Context: an optimization exercise on an open-source flow, tuned for small area and a short achievable clock period. The choices shown serve that exercise and are no tape-out recipe.
Where RTL was checked, it was by simulation tests only, not by an equivalence proof against the original.

## mult_top
module mult_top (
    input  logic               clk,
    input  logic               reset,
    input  logic               in_valid,
    input  mult_pkg::operand_t a,
    input  mult_pkg::operand_t b,
    output logic               out_valid,
    output mult_pkg::product_u product
);
Settings: LEC_CHECK=0, CAP_MARGIN=20, CORE_MARGIN=2, CORE_UTILIZATION=40, CTS_BUF_LIST=sky130_fd_sc_hd__clkbuf_4 sky130_fd_sc_hd__clkbuf_8, PLACE_DENSITY=0.6, SETUP_SLACK_MARGIN=5, SLEW_MARGIN=20, SYNTH_HIERARCHICAL=1; clock period 8.0 ns.
standard.sh (not shown) runs the stock make flow with config.mk's settings and CLKGATE_MAP_FILE= SYNTH_SCRIPT=/design/flow/synth_recipe.tcl, a recipe that flattens the netlist after the stock synthesis.
==> flow/flow/run.sh <==
#!/bin/bash
# Own layout flow: the standard layout (standard.sh, with its unchanged
# synthesis) plus a few extra ORFS make settings from flow/extra.txt, one
# VAR=value per line. Each step's full output goes to a log in this folder.
set -euo pipefail
EXTRA=()
while IFS= read -r l; do
  [[ -n "$l" && "$l" != \#* ]] && EXTRA+=("$l")
done < flow/extra.txt
# standard.sh passes its knobs on make's command line; ours go after them
sed 's#"${@:-finish}"#"${EXTRA[@]}" "${@:-finish}"#' standard.sh > own_standard.sh
( set -- synth; source ./own_standard.sh ) > synth.log 2>&1
( set -- finish; source ./own_standard.sh ) > layout.log 2>&1
test -f out/final.def
==> flow/flow/extra.txt <==
# port buffers: a plain buffer instead of the delay buffer buffer_ports picks
BUFFER_PORTS_ARGS=-buffer_cell sky130_fd_sc_hd__buf_2
The starting point passed the timing, DRC and antenna checks.
Rerun with:
--- a/flow/design.v
+++ b/flow/design.v
@@ -694,21 +694,18 @@
     logic c414;
     logic s415;
     logic c416;
     logic s417;
     logic c418;
     logic s419;
     logic c420;
-    logic m1_7_0;
-    logic m1_7_1;
-    logic m1_7_2;
-    logic m1_7_3;
     logic m1_8_0;
     logic m1_8_1;
     logic m1_8_2;
+    logic m1_8_3;
     logic m1_9_0;
     logic m1_9_1;
     logic m1_9_2;
     logic m1_10_0;
     logic m1_10_1;
     logic m1_10_2;
     logic m1_11_0;
@@ -765,17 +762,17 @@
     logic m1_28_0;
     logic m1_28_1;
     logic m1_28_2;
     logic m1_29_0;
     logic m1_29_1;
     logic m1_29_2;
     logic m1_30_0;
-    logic [7:0] lo_w, lo_q;
-    logic [8:0] lo_t;
-    logic [25:0] hi_w;
+    logic [8:0] lo_w, lo_q;
+    logic [9:0] lo_t;
+    logic [24:0] hi_w;
     always_ff @(posedge clk) begin
         a_r <= a;
         b_r <= b;
     end
     always_ff @(posedge clk) begin
         if (reset) begin
             v         <= '0;
@@ -1239,17 +1236,17 @@
     mult_fa u_s363 (.x(pp_13_15), .y(pp_14_14), .z(pp_15_13), .s(s363), .c(c364));
     mult_xnor u_s365 (.x(pp_0_2), .y(pp_1_1), .s(s365));
     mult_or u_c366 (.x(pp_0_2), .y(pp_1_1), .c(c366));
     mult_fa u_s367 (.x(pp_2_1), .y(pp_3_0), .z(s313), .s(s367), .c(c368));
     mult_fa u_s369 (.x(c314), .y(s221), .z(s315), .s(s369), .c(c370));
     mult_fa u_s371 (.x(c316), .y(s223), .z(s317), .s(s371), .c(c372));
     mult_fa u_s373 (.x(c318), .y(s229), .z(s319), .s(s373), .c(c374));
-    assign lo_t = {1'b0, c372, c370, c368, c366, pp_2_0, pp_0_1, pp_0_0, 1'b1} + {1'b0, s373, s371, s369, s367, s365, pp_1_0, 1'b1, 1'b1};
-    assign lo_w = lo_t[8:1];
-    mult_fa u_s375 (.x(m1_7_0), .y(m1_7_1), .z(m1_7_2), .s(s375), .c(c376));
+    mult_fa u_s375 (.x(c320), .y(s233), .z(s321), .s(s375), .c(c376));
+    assign lo_t = {1'b0, c374, c372, c370, c368, c366, pp_2_0, pp_0_1, pp_0_0, 1'b1} + {1'b0, s375, s373, s371, s369, s367, s365, pp_1_0, 1'b1, 1'b1};
+    assign lo_w = lo_t[9:1];
     mult_fa u_s377 (.x(m1_8_0), .y(m1_8_1), .z(m1_8_2), .s(s377), .c(c378));
     mult_fa u_s379 (.x(m1_9_0), .y(m1_9_1), .z(m1_9_2), .s(s379), .c(c380));
     mult_fa u_s381 (.x(m1_10_0), .y(m1_10_1), .z(m1_10_2), .s(s381), .c(c382));
     mult_fa u_s383 (.x(m1_11_0), .y(m1_11_1), .z(m1_11_2), .s(s383), .c(c384));
     mult_fa u_s385 (.x(m1_12_0), .y(m1_12_1), .z(m1_12_2), .s(s385), .c(c386));
     mult_fa u_s387 (.x(m1_13_0), .y(m1_13_1), .z(m1_13_2), .s(s387), .c(c388));
     mult_fa u_s389 (.x(m1_14_0), .y(m1_14_1), .z(m1_14_2), .s(s389), .c(c390));
@@ -1264,26 +1261,23 @@
     mult_fa u_s407 (.x(m1_23_0), .y(m1_23_1), .z(m1_23_2), .s(s407), .c(c408));
     mult_fa u_s409 (.x(m1_24_0), .y(m1_24_1), .z(m1_24_2), .s(s409), .c(c410));
     mult_fa u_s411 (.x(m1_25_0), .y(m1_25_1), .z(m1_25_2), .s(s411), .c(c412));
     mult_fa u_s413 (.x(m1_26_0), .y(m1_26_1), .z(m1_26_2), .s(s413), .c(c414));
     mult_fa u_s415 (.x(m1_27_0), .y(m1_27_1), .z(m1_27_2), .s(s415), .c(c416));
     mult_fa u_s417 (.x(m1_28_0), .y(m1_28_1), .z(m1_28_2), .s(s417), .c(c418));
     mult_fa u_s419 (.x(m1_29_0), .y(m1_29_1), .z(m1_29_2), .s(s419), .c(c420));
-    assign hi_w = {1'b1, m1_30_0, c418, c416, c414, c412, c410, c408, c406, c404, c402, c400, c398, c396, c394, c392, c390, c388, c386, c384, c382, c380, c378, c376, m1_7_3, lo_q[7]} + {1'b1, c420, s419, s417, s415, s413, s411, s409, s407, s405, s403, s401, s399, s397, s395, s393, s391, s389, s387, s385, s383, s381, s379, s377, s375, lo_q[7]};
-    assign sum_w[6:0] = ~lo_q[6:0];
-    assign sum_w[31:7] = ~hi_w[25:1];
+    assign hi_w = {1'b1, m1_30_0, c418, c416, c414, c412, c410, c408, c406, c404, c402, c400, c398, c396, c394, c392, c390, c388, c386, c384, c382, c380, c378, m1_8_3, lo_q[8]} + {1'b1, c420, s419, s417, s415, s413, s411, s409, s407, s405, s403, s401, s399, s397, s395, s393, s391, s389, s387, s385, s383, s381, s379, s377, lo_q[8]};
+    assign sum_w[7:0] = ~lo_q[7:0];
+    assign sum_w[31:8] = ~hi_w[24:1];
     always_ff @(posedge clk) begin
         lo_q <= lo_w;
-        m1_7_0 <= c320;
-        m1_7_1 <= s233;
-        m1_7_2 <= s321;
-        m1_7_3 <= c374;
         m1_8_0 <= c322;
         m1_8_1 <= s237;
         m1_8_2 <= s323;
+        m1_8_3 <= c376;
         m1_9_0 <= s241;
         m1_9_1 <= c324;
         m1_9_2 <= s325;
         m1_10_0 <= s245;
         m1_10_1 <= c326;
         m1_10_2 <= s327;
         m1_11_0 <= c328;
=>
- count of clock-buffer cells in the layout went up by 1
- register-to-register slack improved by 0.04 ns
- final area went down by 1.2%
- wire length went down by 1.0%
- global-route usage went down by 0.27 points
- via count went down by 2.1%
- non-clock buffer count went down by 3
The RTL of the first run of this note was laid out without a check of its function.

what the ideal ports hide:
The results above use ideal ports. As a check the final layouts listed here were re-extracted and re-timed, cells and wires unchanged.
Step 1 assumes that a clkbuf_16 drives the clock port and a buf_2 every other input.
Step 2 also shifts input and output timing later by t, the mid clock arrival at the registers, as if the neighbouring blocks saw the same clock.
Slacks: ideal / step 1 / step 2; pairs: ideal / step 1.
run	shift t [ns]	slack for setup (ns)	hold WS [ns]
the first run	0.490	5.004 / 5.004 / 5.004	0.414 / 0.414 / 0.414
the second run	0.493	5.043 / 5.043 / 4.889	0.399 / 0.399 / 0.399
After both steps every run listed still meets setup and hold. The setup slack of the second run, which loses most, moves by 0.000 ns with the drivers and by -0.154 ns with both steps.
